Source: an optimization exercise on an open RTL-to-GDS flow (aim: a short achievable clock period and few clock cycles). Production flows keep margins and buffers that such runs may drop. The RTL was checked by simulation tests, not by an equivalence proof against the original design.

==> design.v <==
package mips_pkg;
	localparam int xlen        = 32;
	localparam int reg_addr_w  = 5;
	localparam int imem_addr_w = 6;
	localparam int dmem_addr_w = 6;
	localparam logic [5:0] fn_addu = 6'h21;
	localparam logic [5:0] fn_subu = 6'h23;
	localparam logic [5:0] fn_and  = 6'h24;
	localparam logic [5:0] fn_or   = 6'h25;
	localparam logic [5:0] fn_slt  = 6'h2a;
	localparam logic [5:0] op_rtype = 6'h00;
	localparam logic [5:0] op_beq   = 6'h04;
	localparam logic [5:0] op_addi  = 6'h08;
	localparam logic [5:0] op_lw    = 6'h23;
	localparam logic [5:0] op_sw    = 6'h2b;
	localparam logic [5:0] op_halt  = 6'h3f;
	localparam int iw_w   = 40;
	localparam int iw_stk = 39;   
	localparam int iw_hlt = 38;   
	localparam int iw_tgt = 32;   
endpackage
`timescale 1ns/1ns
module mips_inst_mem (
	input  logic                                  clk,
	input  logic                                  rst_n,
	input  logic                                  load_req,
	input  logic [mips_pkg::imem_addr_w-1:0]      load_addr,
	input  logic [mips_pkg::xlen-1:0]             load_data,
	output logic                                  load_ack,
	input  logic [mips_pkg::imem_addr_w-1:0]      sa,
	input  logic [mips_pkg::imem_addr_w-1:0]      st,
	input  logic                                  p,
	input  logic                                  r2,
	output logic [2:0][mips_pkg::iw_w-1:0]        fw,
	output logic [2:0][mips_pkg::iw_w-1:0]        w0
);
	logic [mips_pkg::iw_w-1:0] mem [2**mips_pkg::imem_addr_w];
	logic [mips_pkg::iw_w-1:0] wd;
	logic [5:0]                wop;
	logic                      wr;
	assign wr = load_req && !load_ack;
	always_ff @(posedge clk or negedge rst_n) begin
		if (!rst_n) begin
			load_ack <= 1'b0;
		end else if (wr) begin
			load_ack <= 1'b1;
		end else if (!load_req && load_ack) begin
			load_ack <= 1'b0;
		end
	end
	assign wop = load_data[31:26];
	always_comb begin
		wd                                 = '0;
		wd[mips_pkg::xlen-1:0]             = load_data;
		wd[mips_pkg::iw_stk]               = (wop == mips_pkg::op_beq) &&
		                                     (load_data[25:21] == load_data[20:16]);
		wd[mips_pkg::iw_hlt]               = wop == mips_pkg::op_halt;
		wd[mips_pkg::iw_tgt +: 6]          = load_addr + 6'd1 + load_data[5:0];
	end
	always_ff @(posedge clk) begin
		if (wr) begin
			mem[load_addr] <= wd;
		end
	end
	logic [3:0][mips_pkg::iw_w-1:0] pa;
	logic [3:0][mips_pkg::iw_w-1:0] pt;
	for (genvar b = 0; b < 4; b++) begin : g_bank
		logic [5:0] wa;
		logic [5:0] wt;
		assign wa    = sa + ((6'(b) - sa) & 6'd3);
		assign wt    = st + ((6'(b) - st) & 6'd3);
		assign pa[b] = mem[{wa[5:2], 2'(b)}];
		assign pt[b] = mem[{wt[5:2], 2'(b)}];
	end
	logic [1:0] ba1;
	logic [1:0] ba2;
	logic [1:0] bt1;
	assign ba1 = sa[1:0] + 2'd1;
	assign ba2 = sa[1:0] + 2'd2;
	assign bt1 = st[1:0] + 2'd1;
	assign fw[0] = pa[sa[1:0]];
	assign fw[1] = (p && !r2) ? pt[st[1:0]] : pa[ba1];
	assign fw[2] = p ? (r2 ? pt[st[1:0]] : pt[bt1]) : pa[ba2];
	assign w0[0] = (wr && load_addr == 6'd0) ? wd : mem[0];
	assign w0[1] = (wr && load_addr == 6'd1) ? wd : mem[1];
	assign w0[2] = (wr && load_addr == 6'd2) ? wd : mem[2];
endmodule
`timescale 1ns/1ns
module mips_reg_file (
	input  logic                                 clk,
	input  logic                                 rst_n,
	input  logic [5:0][mips_pkg::reg_addr_w-1:0] ra,
	output logic [5:0][mips_pkg::xlen-1:0]       rd,
	output logic [5:0]                           rz,
	input  logic [mips_pkg::reg_addr_w-1:0]      dbg_addr,
	output logic [mips_pkg::xlen-1:0]            dbg_data,
	input  logic [2:0]                           we,
	input  logic [2:0][mips_pkg::reg_addr_w-1:0] wa,
	input  logic [2:0][mips_pkg::xlen-1:0]       wd,
	input  logic [2:0]                           wz
);
	logic [mips_pkg::xlen-1:0]          regs [2**mips_pkg::reg_addr_w];
	logic [2**mips_pkg::reg_addr_w-1:0] zf;
	assign regs[0] = '0;
	assign zf[0]   = 1'b1;
	for (genvar i = 1; i < 2**mips_pkg::reg_addr_w; i++) begin : g_reg
		always_ff @(posedge clk or negedge rst_n) begin
			if (!rst_n) begin
				regs[i] <= '0;
				zf[i]   <= 1'b1;
			end else if (we[2] && wa[2] == i) begin
				regs[i] <= wd[2];
				zf[i]   <= wz[2];
			end else if (we[1] && wa[1] == i) begin
				regs[i] <= wd[1];
				zf[i]   <= wz[1];
			end else if (we[0] && wa[0] == i) begin
				regs[i] <= wd[0];
				zf[i]   <= wz[0];
			end
		end
	end
	for (genvar p = 0; p < 6; p++) begin : g_rd
		assign rd[p] = regs[ra[p]];
		assign rz[p] = zf[ra[p]];
	end
	assign dbg_data = regs[dbg_addr];
endmodule
`timescale 1ns/1ns
module mips_decoder (
	input  logic [mips_pkg::xlen-1:0]       instr,
	output logic                            we,       
	output logic                            lwe,      
	output logic [mips_pkg::reg_addr_w-1:0] dest,
	output logic                            rs_used,
	output logic                            rt_used,
	output logic                            use_imm,
	output logic [mips_pkg::xlen-1:0]       imm,
	output logic                            sub,
	output logic                            r_and,
	output logic                            r_or,
	output logic                            r_slt,
	output logic                            lw,
	output logic                            sw,
	output logic                            beq,
	output logic                            hlt
);
	logic [5:0] op;
	logic [5:0] funct;
	logic       rtype;
	logic       addi;
	assign op    = instr[31:26];
	assign funct = instr[5:0];
	assign rtype = (op == mips_pkg::op_rtype) &&
	               (funct == mips_pkg::fn_addu || funct == mips_pkg::fn_subu ||
	                funct == mips_pkg::fn_and  || funct == mips_pkg::fn_or   ||
	                funct == mips_pkg::fn_slt);
	assign addi  = op == mips_pkg::op_addi;
	assign lw    = op == mips_pkg::op_lw;
	assign sw    = op == mips_pkg::op_sw;
	assign beq   = op == mips_pkg::op_beq;
	assign hlt   = op == mips_pkg::op_halt;
	assign dest    = rtype ? instr[15:11] : instr[20:16];
	assign we      = (rtype || addi) && (dest != '0);
	assign lwe     = lw && (dest != '0);
	assign rs_used = rtype || addi || lw || sw || beq;
	assign rt_used = rtype || sw || beq;
	assign use_imm = addi || lw || sw;
	assign imm     = {{(mips_pkg::xlen-16){instr[15]}}, instr[15:0]};
	assign sub     = rtype && (funct == mips_pkg::fn_subu || funct == mips_pkg::fn_slt);
	assign r_and   = rtype && funct == mips_pkg::fn_and;
	assign r_or    = rtype && funct == mips_pkg::fn_or;
	assign r_slt   = rtype && funct == mips_pkg::fn_slt;
endmodule
`timescale 1ns/1ns
module mips_execute (
	input  logic [mips_pkg::xlen-1:0] a,
	input  logic [mips_pkg::xlen-1:0] b,
	input  logic                      sub,
	input  logic                      r_and,
	input  logic                      r_or,
	input  logic                      r_slt,
	output logic [mips_pkg::xlen-1:0] sum,
	output logic [mips_pkg::xlen-1:0] result,
	output logic                      eq
);
	logic [mips_pkg::xlen-1:0] bx;
	logic                      lt;
	assign bx  = sub ? ~b : b;
	assign sum = a + bx + {{(mips_pkg::xlen-1){1'b0}}, sub};
	assign lt  = (a[mips_pkg::xlen-1] != b[mips_pkg::xlen-1]) ? a[mips_pkg::xlen-1]
	                                                          : sum[mips_pkg::xlen-1];
	assign eq  = a == b;
	always_comb begin
		if (r_and) begin
			result = a & b;
		end else if (r_or) begin
			result = a | b;
		end else if (r_slt) begin
			result = {{(mips_pkg::xlen-1){1'b0}}, lt};
		end else begin
			result = sum;
		end
	end
endmodule
`timescale 1ns/1ns
module mips_data_mem (
	input  logic                                     clk,
	input  logic                                     rst_n,
	input  logic [1:0][2**mips_pkg::dmem_addr_w-1:0] wsel,
	input  logic [1:0][mips_pkg::xlen-1:0]           wd,
	input  logic [1:0][2**mips_pkg::dmem_addr_w-1:0] rsel,
	output logic [1:0][mips_pkg::xlen-1:0]           rd
);
	localparam int nw = 2**mips_pkg::dmem_addr_w;
	logic [mips_pkg::xlen-1:0] mem [nw];
	logic [nw-1:0]             valid;
	for (genvar i = 0; i < nw; i++) begin : g_word
		always_ff @(posedge clk or negedge rst_n) begin
			if (!rst_n) begin
				valid[i] <= 1'b0;
			end else if (wsel[1][i] || wsel[0][i]) begin
				valid[i] <= 1'b1;
			end
		end
		always_ff @(posedge clk) begin
			if (wsel[1][i]) begin
				mem[i] <= wd[1];
			end else if (wsel[0][i]) begin
				mem[i] <= wd[0];
			end
		end
	end
	always_comb begin
		for (int p = 0; p < 2; p++) begin
			rd[p] = '0;
			for (int i = 0; i < nw; i++) begin
				rd[p] = rd[p] | ({mips_pkg::xlen{rsel[p][i] && valid[i]}} & mem[i]);
			end
		end
	end
endmodule
`timescale 1ns/1ns
module mips_top (
	input  logic                             clk,
	input  logic                             rst_n,
	input  logic                             run,
	input  logic                             load_req,
	input  logic [mips_pkg::imem_addr_w-1:0] load_addr,
	input  logic [mips_pkg::xlen-1:0]        load_data,
	output logic                             load_ack,
	input  logic [mips_pkg::reg_addr_w-1:0]  dbg_reg_addr,
	output logic [mips_pkg::xlen-1:0]        dbg_reg_data,
	output logic [mips_pkg::xlen-1:0]        pc,
	output logic                             halt
);
	localparam int aw = mips_pkg::imem_addr_w;
	localparam int xl = mips_pkg::xlen;
	localparam int rw = mips_pkg::reg_addr_w;
	localparam int iw = mips_pkg::iw_w;
	localparam int ma = mips_pkg::dmem_addr_w;
	logic [aw-1:0]      s_a;
	logic               s_p;       
	logic               s_r2;      
	logic [aw-1:0]      s_t;
	logic               s_stop;    
	logic [2:0]         ir_v;
	logic [2:0][aw-1:0] ir_ad;
	logic [2:0][iw-1:0] ir_w;
	logic [2:0]         x_v;
	logic [2:0]         x_we;      
	logic [2:0]         x_lwe;     
	logic [2:0][rw-1:0] x_dest;
	logic [2:0][xl-1:0] x_a;
	logic [2:0][xl-1:0] x_b;
	logic [2:0][xl-1:0] x_sd;
	logic [2:0][3:0]    x_fa;      
	logic [2:0][3:0]    x_fb;
	logic [2:0][3:0]    x_fsd;     
	logic [2:0]         x_sub;
	logic [2:0]         x_and;
	logic [2:0]         x_or;
	logic [2:0]         x_slt;
	logic [2:0]         x_lw;
	logic [2:0]         x_sw;
	logic [2:0]         x_bdyn;    
	logic [2:0]         x_hlt;
	logic [2:0][aw-1:0] x_tgt;
	logic [2:0][aw-1:0] x_ad;
	logic [2:0]         m_wr;      
	logic [2:0]         m_isld;    
	logic [2:0]         m_sw;
	logic [2:0][rw-1:0] m_dest;
	logic [2:0][ma-1:0] m_addr;
	logic [1:0][2**ma-1:0] m_rsel;  
	logic [1:0][2**ma-1:0] m_wsel;  
	logic [1:0][2:0]    m_wslot;   
	logic [2:0]         m_lp1;     
	logic [2:0][xl-1:0] m_sd;
	logic [2:0][3:0]    m_fsd;
	logic [2:0][xl-1:0] m_sde;     
	logic               m_hlt;     
	logic [aw-1:0]      m_had;
	logic [2:0]         r_we;
	logic [2:0][rw-1:0] r_dest;
	logic [2:0][xl-1:0] r_val;
	logic [2:0]         w_we;
	logic [2:0][rw-1:0] w_dest;
	logic [2:0][xl-1:0] w_val;
	logic [1:0]         ph;
	logic [2:0][aw-1:0] f_ad;
	logic [aw-1:0]      f_nx;
	logic [2:0][iw-1:0] f_w;
	logic [2:0][iw-1:0] i_w0;
	logic [2:0]         f_v;
	logic [aw-1:0]      f_a;
	logic               f_p;
	logic               f_r2;
	logic [aw-1:0]      f_t;
	logic               f_stop;
	logic [2:0]         z_v;
	logic [aw-1:0]      z_a;
	logic               z_p;
	logic               z_r2;
	logic [aw-1:0]      z_t;
	logic               z_stop;
	logic [2:0]         d_we;
	logic [2:0]         d_lwe;
	logic [2:0][rw-1:0] d_dest;
	logic [2:0]         d_rs_used;
	logic [2:0]         d_rt_used;
	logic [2:0]         d_use_imm;
	logic [2:0][xl-1:0] d_imm;
	logic [2:0]         d_sub;
	logic [2:0]         d_and;
	logic [2:0]         d_or;
	logic [2:0]         d_slt;
	logic [2:0]         d_lw;
	logic [2:0]         d_sw;
	logic [2:0]         d_beq;
	logic [2:0]         d_hlt;
	logic [5:0][rw-1:0] d_ra;
	logic [5:0]         d_used;
	logic [5:0][xl-1:0] d_rd;
	logic [5:0]         d_rz;      
	logic [5:0]         d_known;   
	logic [5:0]         d_zero;
	logic [2:0]         d_res;     
	logic [2:0]         d_tk;      
	logic               mp_d;
	logic [1:0]         mp_dj;
	logic [aw-1:0]      mp_dtgt;
	logic [2:0]         r_zero;
	logic [2:0]         w_zero;
	logic [2:0]         e_zero;    
	logic [2:0]         e_zok;     
	logic [5:0][xl-1:0] d_fv;      
	logic [5:0][3:0]    d_fx;      
	logic [5:0][3:0]    d_fw;      
	logic [5:0]         d_wait;    
	logic [2:0]         d_v;
	logic               stall;
	logic               split;     
	logic [2:0][xl-1:0] e_a;
	logic [2:0][xl-1:0] e_b;
	logic [2:0][xl-1:0] e_sd;
	logic [2:0][xl-1:0] e_sum;
	logic [2:0][xl-1:0] e_res;
	logic [2:0]         e_eq;
	logic [2:0]         e_mp;      
	logic               mp;        
	logic [1:0]         mp_j;
	logic [aw-1:0]      mp_tgt;
	logic               mp_q;      
	logic               mp_st;     
	logic [1:0]         mp_jq;
	logic [aw-1:0]      mp_tgtq;
	logic [2:0]         xv;        
	logic [1:0][xl-1:0] m_rd;
	logic [1:0][xl-1:0] m_wd;
	logic [1:0][2**ma-1:0] e_rsel;
	logic [1:0][2**ma-1:0] e_wsel;
	logic [1:0][2:0]    e_wslot;
	logic [2:0]         e_lp1;
	logic [2:0][xl-1:0] m_ld;
	logic [2:0][xl-1:0] m_res;
	logic               x_hlt_any;
	logic               x_hasld;
	logic               halt_now;
	logic               halt_early;
	logic               halt_set;
	logic               kill;
	logic [aw-1:0]      halt_ad;
	logic               load_wr;
	logic               ph1;
	logic               ph2;
	logic [xl-1:0]      rf_dbg;
	logic [xl-1:0]      dbg_next;
	assign f_ad[0] = s_a;
	assign f_ad[1] = (s_p && !s_r2) ? s_t : s_a + 6'd1;
	assign f_ad[2] = s_p ? (s_r2 ? s_t : s_t + 6'd1) : s_a + 6'd2;
	assign f_nx    = s_p ? (s_r2 ? s_t + 6'd1 : s_t + 6'd2) : s_a + 6'd3;
	mips_inst_mem u_inst_mem (
		.clk       (clk),
		.rst_n     (rst_n),
		.load_req  (load_req),
		.load_addr (load_addr),
		.load_data (load_data),
		.load_ack  (load_ack),
		.sa        (s_a),
		.st        (s_t),
		.p         (s_p),
		.r2        (s_r2),
		.fw        (f_w),
		.w0        (i_w0)
	);
	task automatic fetch_next(
		input  logic [2:0][iw-1:0] w,
		input  logic [aw-1:0]      nx,
		input  logic               stop,
		output logic [2:0]         v,
		output logic [aw-1:0]      na,
		output logic               np,
		output logic               nr2,
		output logic [aw-1:0]      nt,
		output logic               nstop
	);
		v[0]  = !stop;
		v[1]  = v[0] && !w[0][mips_pkg::iw_hlt];
		v[2]  = v[1] && !w[1][mips_pkg::iw_hlt];
		nstop = stop || (v[0] && w[0][mips_pkg::iw_hlt]) || (v[1] && w[1][mips_pkg::iw_hlt]) ||
		        (v[2] && w[2][mips_pkg::iw_hlt]);
		na    = nx;
		np    = 1'b0;
		nr2   = 1'b0;
		nt    = w[1][mips_pkg::iw_tgt +: aw];
		if (w[0][mips_pkg::iw_stk]) begin
			na = w[0][mips_pkg::iw_tgt +: aw];
		end else if (w[1][mips_pkg::iw_stk]) begin
			np = 1'b1;
		end else if (w[2][mips_pkg::iw_stk]) begin
			np  = 1'b1;
			nr2 = 1'b1;
			nt  = w[2][mips_pkg::iw_tgt +: aw];
		end
	endtask
	always_comb begin
		fetch_next(f_w, f_nx, s_stop, f_v, f_a, f_p, f_r2, f_t, f_stop);
		fetch_next(i_w0, 6'd3, 1'b0, z_v, z_a, z_p, z_r2, z_t, z_stop);
	end
	assign load_wr = load_req && !load_ack;
	assign ph1     = !run && (ph == 2'd0 || load_wr);
	assign ph2     = !run && !ph1 && ph == 2'd1 && !split;
	always_ff @(posedge clk or negedge rst_n) begin
		if (!rst_n) begin
			ph <= 2'd0;
		end else if (run) begin
			ph <= 2'd0;
		end else if (ph1) begin
			ph <= 2'd1;
		end else if (ph2) begin
			ph <= 2'd2;
		end
	end
	always_ff @(posedge clk or negedge rst_n) begin
		if (!rst_n) begin
			s_a    <= '0;
			s_p    <= 1'b0;
			s_r2   <= 1'b0;
			s_t    <= '0;
			s_stop <= 1'b0;
			ir_v   <= '0;
		end else if (ph1) begin
			s_a    <= z_a;
			s_p    <= z_p;
			s_r2   <= z_r2;
			s_t    <= z_t;
			s_stop <= z_stop;
			ir_v   <= z_v;
		end else if (!run && !ph2) begin
		end else if (run && mp_q) begin
			s_a    <= mp_tgtq;
			s_p    <= 1'b0;
			s_r2   <= 1'b0;
			s_stop <= 1'b0;
			ir_v   <= '0;
		end else if (run && kill) begin
			ir_v   <= '0;
		end else if (run && stall) begin
		end else if (run && split) begin
			ir_v   <= ir_v & 3'b100;
		end else if (run && mp_d) begin
			s_a    <= mp_dtgt;
			s_p    <= 1'b0;
			s_r2   <= 1'b0;
			s_stop <= 1'b0;
			ir_v   <= f_v & {1'b0, mp_dj == 2'd2, mp_dj != 2'd0};
		end else begin
			s_a    <= f_a;
			s_p    <= f_p;
			s_r2   <= f_r2;
			s_t    <= f_t;
			s_stop <= f_stop;
			ir_v   <= f_v;
		end
	end
	always_ff @(posedge clk) begin
		if (ph1) begin
			ir_ad <= {6'd2, 6'd1, 6'd0};
			ir_w  <= i_w0;
		end else if (ph2 || (run && !stall && !split)) begin
			ir_ad <= f_ad;
			ir_w  <= f_w;
		end
	end
	for (genvar s = 0; s < 3; s++) begin : g_dec
		mips_decoder u_decoder (
			.instr   (ir_w[s][xl-1:0]),
			.we      (d_we[s]),
			.lwe     (d_lwe[s]),
			.dest    (d_dest[s]),
			.rs_used (d_rs_used[s]),
			.rt_used (d_rt_used[s]),
			.use_imm (d_use_imm[s]),
			.imm     (d_imm[s]),
			.sub     (d_sub[s]),
			.r_and   (d_and[s]),
			.r_or    (d_or[s]),
			.r_slt   (d_slt[s]),
			.lw      (d_lw[s]),
			.sw      (d_sw[s]),
			.beq     (d_beq[s]),
			.hlt     (d_hlt[s])
		);
		assign d_ra[2*s]     = ir_w[s][25:21];
		assign d_ra[2*s+1]   = ir_w[s][20:16];
		assign d_used[2*s]   = d_rs_used[s];
		assign d_used[2*s+1] = d_rt_used[s];
	end
	mips_reg_file u_reg_file (
		.clk      (clk),
		.rst_n    (rst_n),
		.ra       (d_ra),
		.rd       (d_rd),
		.rz       (d_rz),
		.dbg_addr (dbg_reg_addr),
		.dbg_data (rf_dbg),
		.we       (w_we),
		.wa       (w_dest),
		.wd       (w_val),
		.wz       (w_zero)
	);
	always_comb begin
		for (int q = 0; q < 3; q++) begin
			r_zero[q] = r_val[q] == '0;
			w_zero[q] = w_val[q] == '0;
		end
	end
	always_comb begin
		for (int p = 0; p < 6; p++) begin
			logic [2:0] wm;
			logic [2:0] xm;
			logic [2:0] mm;
			logic [2:0] xl_m;
			for (int q = 0; q < 3; q++) begin
				wm[q]   = w_we[q] && w_dest[q] == d_ra[p];
				xm[q]   = xv[q] && x_we[q] && x_dest[q] == d_ra[p];
				mm[q]   = m_wr[q] && m_dest[q] == d_ra[p];
				xl_m[q] = xv[q] && x_lwe[q] && x_dest[q] == d_ra[p];
			end
			if (mm[2])      d_fv[p] = m_res[2];
			else if (mm[1]) d_fv[p] = m_res[1];
			else if (mm[0]) d_fv[p] = m_res[0];
			else if (wm[2]) d_fv[p] = w_val[2];
			else if (wm[1]) d_fv[p] = w_val[1];
			else if (wm[0]) d_fv[p] = w_val[0];
			else            d_fv[p] = d_rd[p];
			d_fx[p] = '0;
			if (xm[2])      d_fx[p][2] = 1'b1;
			else if (xm[1]) d_fx[p][1] = 1'b1;
			else if (xm[0]) d_fx[p][0] = 1'b1;
			else            d_fx[p][3] = 1'b1;
			d_fw[p] = '0;
			if (xm[2] || xl_m[2])      d_fw[p][2] = 1'b1;
			else if (xm[1] || xl_m[1]) d_fw[p][1] = 1'b1;
			else if (xm[0] || xl_m[0]) d_fw[p][0] = 1'b1;
			else                       d_fw[p][3] = 1'b1;
			d_wait[p] = d_used[p] && ((xl_m[2]) ||
			                          (xl_m[1] && !xm[2]) ||
			                          (xl_m[0] && !xm[2] && !xm[1]));
			d_known[p] = 1'b1;
			if (xm[2])      begin d_zero[p] = e_zero[2]; d_known[p] = e_zok[2]; end
			else if (xm[1]) begin d_zero[p] = e_zero[1]; d_known[p] = e_zok[1]; end
			else if (xm[0]) begin d_zero[p] = e_zero[0]; d_known[p] = e_zok[0]; end
			else if (mm[2]) begin d_zero[p] = r_zero[2]; d_known[p] = !m_isld[2]; end
			else if (mm[1]) begin d_zero[p] = r_zero[1]; d_known[p] = !m_isld[1]; end
			else if (mm[0]) begin d_zero[p] = r_zero[0]; d_known[p] = !m_isld[0]; end
			else if (wm[2]) d_zero[p] = w_zero[2];
			else if (wm[1]) d_zero[p] = w_zero[1];
			else if (wm[0]) d_zero[p] = w_zero[0];
			else            d_zero[p] = d_rz[p];
		end
	end
	always_comb begin
		for (int s = 0; s < 3; s++) begin
			xv[s]  = x_v[s] && !(mp_q && !mp_st && s >= mp_jq);
			d_v[s] = ir_v[s] && !kill && !(mp_q && (!mp_st || s >= mp_jq));
		end
		stall = (ir_v[0] && (d_wait[0] || (d_wait[1] && !d_sw[0]))) ||
		        (ir_v[1] && (d_wait[2] || (d_wait[3] && !d_sw[1]))) ||
		        (ir_v[2] && (d_wait[4] || (d_wait[5] && !d_sw[2])));
		for (int s = 0; s < 3; s++) begin
			logic [4:0] rs;
			logic [4:0] rt;
			rs       = ir_w[s][25:21];
			rt       = ir_w[s][20:16];
			d_res[s] = d_beq[s] && !ir_w[s][mips_pkg::iw_stk] &&
			           (rs == 5'd0 ? d_known[2*s+1] : (rt == 5'd0 && d_known[2*s]));
			d_tk[s]  = rs == 5'd0 ? d_zero[2*s+1] : d_zero[2*s];
		end
		split   = (&(d_v & d_lw)) || (&(d_v & d_sw));
		mp_d    = run && !mp_q && !stall && !split && |(d_v & d_res & d_tk);
		mp_dj   = (d_v[1] && d_res[1] && d_tk[1]) ? 2'd1 :
		          ((d_v[2] && d_res[2] && d_tk[2]) ? 2'd2 : 2'd0);
		mp_dtgt = ir_w[mp_dj][mips_pkg::iw_tgt +: aw];
	end
	always_ff @(posedge clk or negedge rst_n) begin
		if (!rst_n) begin
			x_v <= '0;
		end else if (ph1) begin
			x_v <= '0;
		end else if (ph2) begin
			x_v <= ir_v;
		end else if (run) begin
			x_v <= stall ? 3'b000 : (split ? (d_v & 3'b011) : d_v);
		end
	end
	always_ff @(posedge clk) begin
		if (run || ph2) begin
			for (int s = 0; s < 3; s++) begin
				x_we[s]   <= d_we[s];
				x_lwe[s]  <= d_lwe[s];
				x_dest[s] <= d_dest[s];
				x_a[s]    <= d_fv[2*s];
				x_b[s]    <= d_use_imm[s] ? d_imm[s] : d_fv[2*s+1];
				x_sd[s]   <= d_fv[2*s+1];
				x_sub[s]  <= d_sub[s];
				x_and[s]  <= d_and[s];
				x_or[s]   <= d_or[s];
				x_slt[s]  <= d_slt[s];
				x_lw[s]   <= d_lw[s];
				x_sw[s]   <= d_sw[s];
				x_bdyn[s] <= d_beq[s] && !ir_w[s][mips_pkg::iw_stk] && !(run && d_res[s]);
				x_hlt[s]  <= d_hlt[s];
				x_tgt[s]  <= ir_w[s][mips_pkg::iw_tgt +: aw];
				x_ad[s]   <= ir_ad[s];
			end
		end
	end
	always_ff @(posedge clk) begin
		for (int s = 0; s < 3; s++) begin
			x_fa[s]  <= run ? d_fx[2*s] : 4'b1000;
			x_fb[s]  <= (run && !d_use_imm[s]) ? d_fx[2*s+1] : 4'b1000;
			x_fsd[s] <= run ? d_fw[2*s+1] : 4'b1000;
		end
	end
	function automatic logic [xl-1:0] fwd(input logic [3:0] f, input logic [xl-1:0] d,
		input logic [2:0][xl-1:0] r);
		fwd = ({xl{f[0]}} & r[0]) | ({xl{f[1]}} & r[1]) | ({xl{f[2]}} & r[2]) |
		      ({xl{f[3]}} & d);
	endfunction
	for (genvar s = 0; s < 3; s++) begin : g_ex
		assign e_a[s]  = fwd(x_fa[s], x_a[s], r_val);
		assign e_b[s]  = fwd(x_fb[s], x_b[s], r_val);
		assign e_sd[s] = x_sd[s];
		mips_execute u_execute (
			.a      (e_a[s]),
			.b      (e_b[s]),
			.sub    (x_sub[s]),
			.r_and  (x_and[s]),
			.r_or   (x_or[s]),
			.r_slt  (x_slt[s]),
			.sum    (e_sum[s]),
			.result (e_res[s]),
			.eq     (e_eq[s])
		);
		assign e_mp[s] = xv[s] && x_bdyn[s] && e_eq[s];
		always_comb begin
			logic [xl-1:0] bx;
			logic [xl-1:0] c;
			bx = x_sub[s] ? ~x_b[s] : x_b[s];
			c  = {x_a[s][xl-2:0] | bx[xl-2:0], x_sub[s]};
			if (x_and[s])     e_zero[s] = (x_a[s] & x_b[s]) == '0;
			else if (x_or[s]) e_zero[s] = (x_a[s] | x_b[s]) == '0;
			else              e_zero[s] = (x_a[s] ^ bx ^ c) == '0;
			e_zok[s] = x_fa[s][3] && x_fb[s][3] && !x_slt[s];
		end
	end
	always_comb begin
		logic [2:0] ld;
		logic [2:0] st;
		logic [2:0] sp1;
		ld     = xv & x_lw;
		st     = (run ? xv : 3'b000) & x_sw;
		e_lp1  = {ld[0] || ld[1], ld[0], 1'b0};
		sp1    = {st[0] || st[1], st[0], 1'b0};
		e_rsel = '0;
		e_wsel = '0;
		for (int s = 0; s < 3; s++) begin
			for (int i = 0; i < 2**ma; i++) begin
				if (ld[s] && e_sum[s][ma+1:2] == i) e_rsel[e_lp1[s]][i] = 1'b1;
				if (st[s] && e_sum[s][ma+1:2] == i) e_wsel[sp1[s]][i] = 1'b1;
			end
		end
		e_wslot[0] = st & ~sp1;
		e_wslot[1] = st & sp1;
	end
	always_comb begin
		mp     = |e_mp;
		mp_j   = e_mp[1] ? 2'd1 : (e_mp[2] ? 2'd2 : 2'd0);
		mp_tgt = e_mp[1] ? x_tgt[1] : (e_mp[2] ? x_tgt[2] : x_tgt[0]);
	end
	always_ff @(posedge clk or negedge rst_n) begin
		if (!rst_n) begin
			mp_q  <= 1'b0;
			mp_st <= 1'b0;
		end else begin
			mp_q  <= run && mp;
			mp_st <= stall;
		end
	end
	always_ff @(posedge clk) begin
		mp_jq   <= mp_j;
		mp_tgtq <= mp_tgt;
	end
	always_ff @(posedge clk or negedge rst_n) begin
		if (!rst_n) begin
			r_we  <= '0;
			m_wr  <= '0;
			m_sw  <= '0;
		end else begin
			r_we  <= run ? (xv & x_we) : 3'b000;
			m_wr  <= run ? (xv & (x_we | x_lwe)) : 3'b000;
			m_sw  <= run ? (xv & x_sw) : 3'b000;
		end
	end
	always_ff @(posedge clk) begin
		r_dest <= x_dest;
		r_val  <= e_res;
		m_dest <= x_dest;
		m_isld <= x_lwe;
		m_sd   <= e_sd;
		m_fsd  <= x_fsd;
		for (int s = 0; s < 3; s++) begin
			m_addr[s] <= e_sum[s][ma+1:2];
		end
		m_rsel  <= e_rsel;
		m_wsel  <= e_wsel;
		m_wslot <= e_wslot;
		m_lp1   <= e_lp1;
	end
	for (genvar s = 0; s < 3; s++) begin : g_sd
		assign m_sde[s] = fwd(m_fsd[s], m_sd[s], w_val);
	end
	always_comb begin
		for (int p = 0; p < 2; p++) begin
			m_wd[p] = ({xl{m_wslot[p][0]}} & m_sde[0]) | ({xl{m_wslot[p][1]}} & m_sde[1]) |
			          ({xl{m_wslot[p][2]}} & m_sde[2]);
		end
	end
	mips_data_mem u_data_mem (
		.clk   (clk),
		.rst_n (rst_n),
		.wsel  (m_wsel),
		.wd    (m_wd),
		.rsel  (m_rsel),
		.rd    (m_rd)
	);
	always_comb begin
		m_ld[0] = m_rd[0];
		m_ld[1] = (m_sw[0] && m_addr[0] == m_addr[1]) ? m_sde[0] : m_rd[m_lp1[1]];
		if (m_sw[1] && m_addr[1] == m_addr[2])      m_ld[2] = m_sde[1];
		else if (m_sw[0] && m_addr[0] == m_addr[2]) m_ld[2] = m_sde[0];
		else                                        m_ld[2] = m_rd[m_lp1[2]];
	end
	always_comb begin
		for (int q = 0; q < 3; q++) begin
			m_res[q] = m_isld[q] ? m_ld[q] : r_val[q];
		end
	end
	always_ff @(posedge clk or negedge rst_n) begin
		if (!rst_n) begin
			w_we <= '0;
		end else begin
			w_we <= m_wr;
		end
	end
	always_ff @(posedge clk) begin
		w_dest <= m_dest;
		w_val  <= m_res;
	end
	always_comb begin
		x_hlt_any  = |(xv & x_hlt);
		x_hasld    = |(xv & x_lwe);
		halt_now   = x_hlt_any && !x_hasld;
		halt_early = ir_v[0] && ir_w[0][mips_pkg::iw_hlt] && !mp_q && !(|(xv & x_bdyn)) &&
		             !x_hasld && !m_hlt;
		halt_set   = run && !halt && (halt_now || m_hlt || halt_early);
		kill       = halt || x_hlt_any || m_hlt || halt_early;
		if (m_hlt)         halt_ad = m_had;
		else if (halt_now) halt_ad = x_hlt[0] ? x_ad[0] : (x_hlt[1] ? x_ad[1] : x_ad[2]);
		else               halt_ad = ir_ad[0];
	end
	always_ff @(posedge clk or negedge rst_n) begin
		if (!rst_n) begin
			m_hlt <= 1'b0;
		end else begin
			m_hlt <= run && !halt && x_hlt_any && x_hasld;
		end
	end
	always_ff @(posedge clk) begin
		m_had <= x_hlt[0] ? x_ad[0] : (x_hlt[1] ? x_ad[1] : x_ad[2]);
	end
	always_ff @(posedge clk or negedge rst_n) begin
		if (!rst_n) begin
			halt <= 1'b0;
			pc   <= '0;
		end else if (!run) begin
			halt <= 1'b0;
			pc   <= '0;
		end else if (halt_set) begin
			halt <= 1'b1;
			pc   <= {{(xl-aw-2){1'b0}}, halt_ad, 2'b00};
		end
	end
	always_comb begin
		logic [2:0] xm;
		logic [2:0] mm;
		logic [2:0] wm;
		logic [9:0] sel;
		for (int q = 0; q < 3; q++) begin
			xm[q] = run && xv[q] && x_we[q] && x_dest[q] == dbg_reg_addr;
			mm[q] = m_wr[q] && m_dest[q] == dbg_reg_addr;
			wm[q] = w_we[q] && w_dest[q] == dbg_reg_addr;
		end
		sel = '0;
		if (xm[2])      sel[0] = 1'b1;
		else if (xm[1]) sel[1] = 1'b1;
		else if (xm[0]) sel[2] = 1'b1;
		else if (mm[2]) sel[3] = 1'b1;
		else if (mm[1]) sel[4] = 1'b1;
		else if (mm[0]) sel[5] = 1'b1;
		else if (wm[2]) sel[6] = 1'b1;
		else if (wm[1]) sel[7] = 1'b1;
		else if (wm[0]) sel[8] = 1'b1;
		else            sel[9] = 1'b1;
		dbg_next = ({xl{sel[0]}} & e_res[2]) | ({xl{sel[1]}} & e_res[1]) |
		           ({xl{sel[2]}} & e_res[0]) | ({xl{sel[3]}} & m_res[2]) |
		           ({xl{sel[4]}} & m_res[1]) | ({xl{sel[5]}} & m_res[0]) |
		           ({xl{sel[6]}} & w_val[2]) | ({xl{sel[7]}} & w_val[1]) |
		           ({xl{sel[8]}} & w_val[0]) | ({xl{sel[9]}} & rf_dbg);
	end
	always_ff @(posedge clk or negedge rst_n) begin
		if (!rst_n) begin
			dbg_reg_data <= '0;
		end else begin
			dbg_reg_data <= dbg_next;
		end
	end
endmodule
==> flow/run.sh <==
#!/bin/bash
# The standard layout (the standard.sh: unchanged synthesis and steps),
# with two changes to how the layout is made:
#  - plain buffers on the ports instead of the default port buffer cell
#  - global routing keeps more layer capacity in reserve (fastroute.tcl here)
set -euo pipefail
here=$(cd "$(dirname "$0")" && pwd)
export BUFFER_PORTS_ARGS="-buffer_cell sky130_fd_sc_hd__buf_4"
export FASTROUTE_TCL="$here/fastroute.tcl"
bash standard.sh > standard.log 2>&1
==> flow/fastroute.tcl <==
# As the platform's fastroute.tcl, with more of each layer's capacity held
# back in global routing so that the detailed router has room to finish
set_global_routing_layer_adjustment $::env(MIN_ROUTING_LAYER)-$::env(MAX_ROUTING_LAYER) 0.45

set_routing_layers -clock $::env(MIN_CLK_ROUTING_LAYER)-$::env(MAX_ROUTING_LAYER)
set_routing_layers -signal $::env(MIN_ROUTING_LAYER)-$::env(MAX_ROUTING_LAYER)
==> standard.sh <==
#!/bin/bash
# synth_recipe.tcl (not shown) runs the flow's synth.tcl, then flattens the netlist and writes it again
# the make line also repeats each setting of config.mk as NAME=value (left out here)
make -C /OpenROAD-flow-scripts/flow DESIGN_CONFIG=/design/flow/config.mk WORK_HOME=/design/flow/orfs CLKGATE_MAP_FILE= SYNTH_SCRIPT=/design/flow/synth_recipe.tcl "${@:-finish}"
==> config.mk <==
export PLATFORM = sky130hd
export DESIGN_NAME = mips_top
export DESIGN_NICKNAME = mips_top
export VERILOG_FILES = /design/flow/design.v
export SDC_FILE = /design/flow/constraint.sdc
export NUM_CORES = 8
export LEC_CHECK = 0
export ABC_CLOCK_PERIOD_IN_PS = 2000
export CAP_MARGIN = 20
export CORE_MARGIN = 2
export CORE_UTILIZATION = 25
export PLACE_DENSITY = 0.5
export SETUP_SLACK_MARGIN = 1.0
export SLEW_MARGIN = 20
==> constraint.sdc <==
create_clock -name core_clock -period 5.3 [get_ports {clk}]
set_input_delay 1.0600 -clock core_clock [delete_from_list [all_inputs] [get_ports {clk}]]
set_output_delay 1.0600 -clock core_clock [all_outputs]
set_load 0.01 [all_outputs]
==> reports/qor.yml <==
outcome: "did not finish"
stop_stage: "global routing (5_1_grt)"
stop_error: "[ERROR GRT-0116] Global routing finished with congestion. Check the congestion regions in the DRC Viewer."
grt_max_degree: 103
synth_area_sq_um: 426000
yosys.cell_types.count: 120
cts_buffers: 869
fp-row-count: 479
synth_top_area_cell: "edfxtp_1"
clock-root-buffer: "clkbuf_16"
yosysWarnings: 7
grt_pass1_wl_um: 6680000
place_congestion: 1.29
htree_levels: 6
die_w_um: 1310
ys.flop_type: "edfxtp_1"
async_flop_share: 0.167
start_util: 0.250
yosys-top-cells-count: "edfxtp_1 (5095), nand2_1 (4187), clkbuf_1 (4029), nor2_1 (2968)"
die-height_um: 1310
io_buffer_count: 86
yosysTopAreaCellShare: 0.360
cts_sinks: 6938
grt_usage: 0.870
ios: 113
syn_inst: 42400
grt_pass1_vias: 549000
yosys-top-cells-area: "edfxtp_1 (36%), mux4_2 (8.4%), dfrtp_1 (6.6%)"
synth-edff-count: 5095
synth.most_common_cell: "edfxtp_1"
cts_buffer_depth: 5
syn_area_per_cell_sq_um: 10.0
placed_cells: 66600
dp_hpwl_um: 3740000
synth-seq-area-share: 0.460
grt_overflow: 26600
ys_ff_latch: 6938
[power groups by stage]
stage	logic (W)	clock network, W	registers (W)
floorplan	0.0699	0	0.0669
global placement	0.161	0	0.0803
detailed placement	0.160	0	0.0800
CTS	0.163	0.0650	0.0788
[metal layers]
layer	global-route usage	GRT overflow
met1	0.858	1216
met2	1.01	18100
met3	0.723	1496
met4	0.903	5732
met5	0.573	145
[logic make-up after synthesis]
| logic type | share of synthesized area |
|---|---|
| AO/OA/AOI/OAI | 0.194 |
| other | 0.00000881 |
| AND/OR/NAND/NOR | 0.146 |
| buffers and inverters | 0.0528 |
| multiplexers | 0.120 |
| XOR/XNOR | 0.0156 |
| adder cells (fa/ha/maj) | 0.0118 |
| flip-flops | 0.460 |
[per-stage QoR]
step	hold WS, ns	cell area, sq um	utilization	setup TNS [ns]	setup slack (ns)
floorplan	0.310	426000	-	-1184.69	-3.21
global placement	0.312	505000	0.297	-94.44	-2.86
detailed placement	0.313	506000	0.298	-37.33	-1.09
CTS	0.00941	543000	0.319	0	0.0217
[worst max-delay path by stage]
stage | startpoint | endpoint | slack, ns | cells past startpoint
3_5_place_dp | u_data_mem.valid[24] | dbg_reg_data[19] | -1.09 | 16
3_3_place_gp | ir_w[96] | x_b[81] | -2.86 | 18
4_1_cts | ir_w[96] | x_b[74] | 0.02 | 19
2_1_floorplan | mp_st | x_a[0] | -3.21 | 10
[timing repair]
| item | in CTS |
|---|---|
| setup endpoints to repair | 1140 |
| pin swaps | 255 |
| cloned | 6 |
| gates resized for setup | 1118 |
| hold endpoints to repair | 70 |
| hold buffers | 2 |
| buffers inserted | 191 |
Testbench counts, summed over its fixed seeds: cycles 13,141.
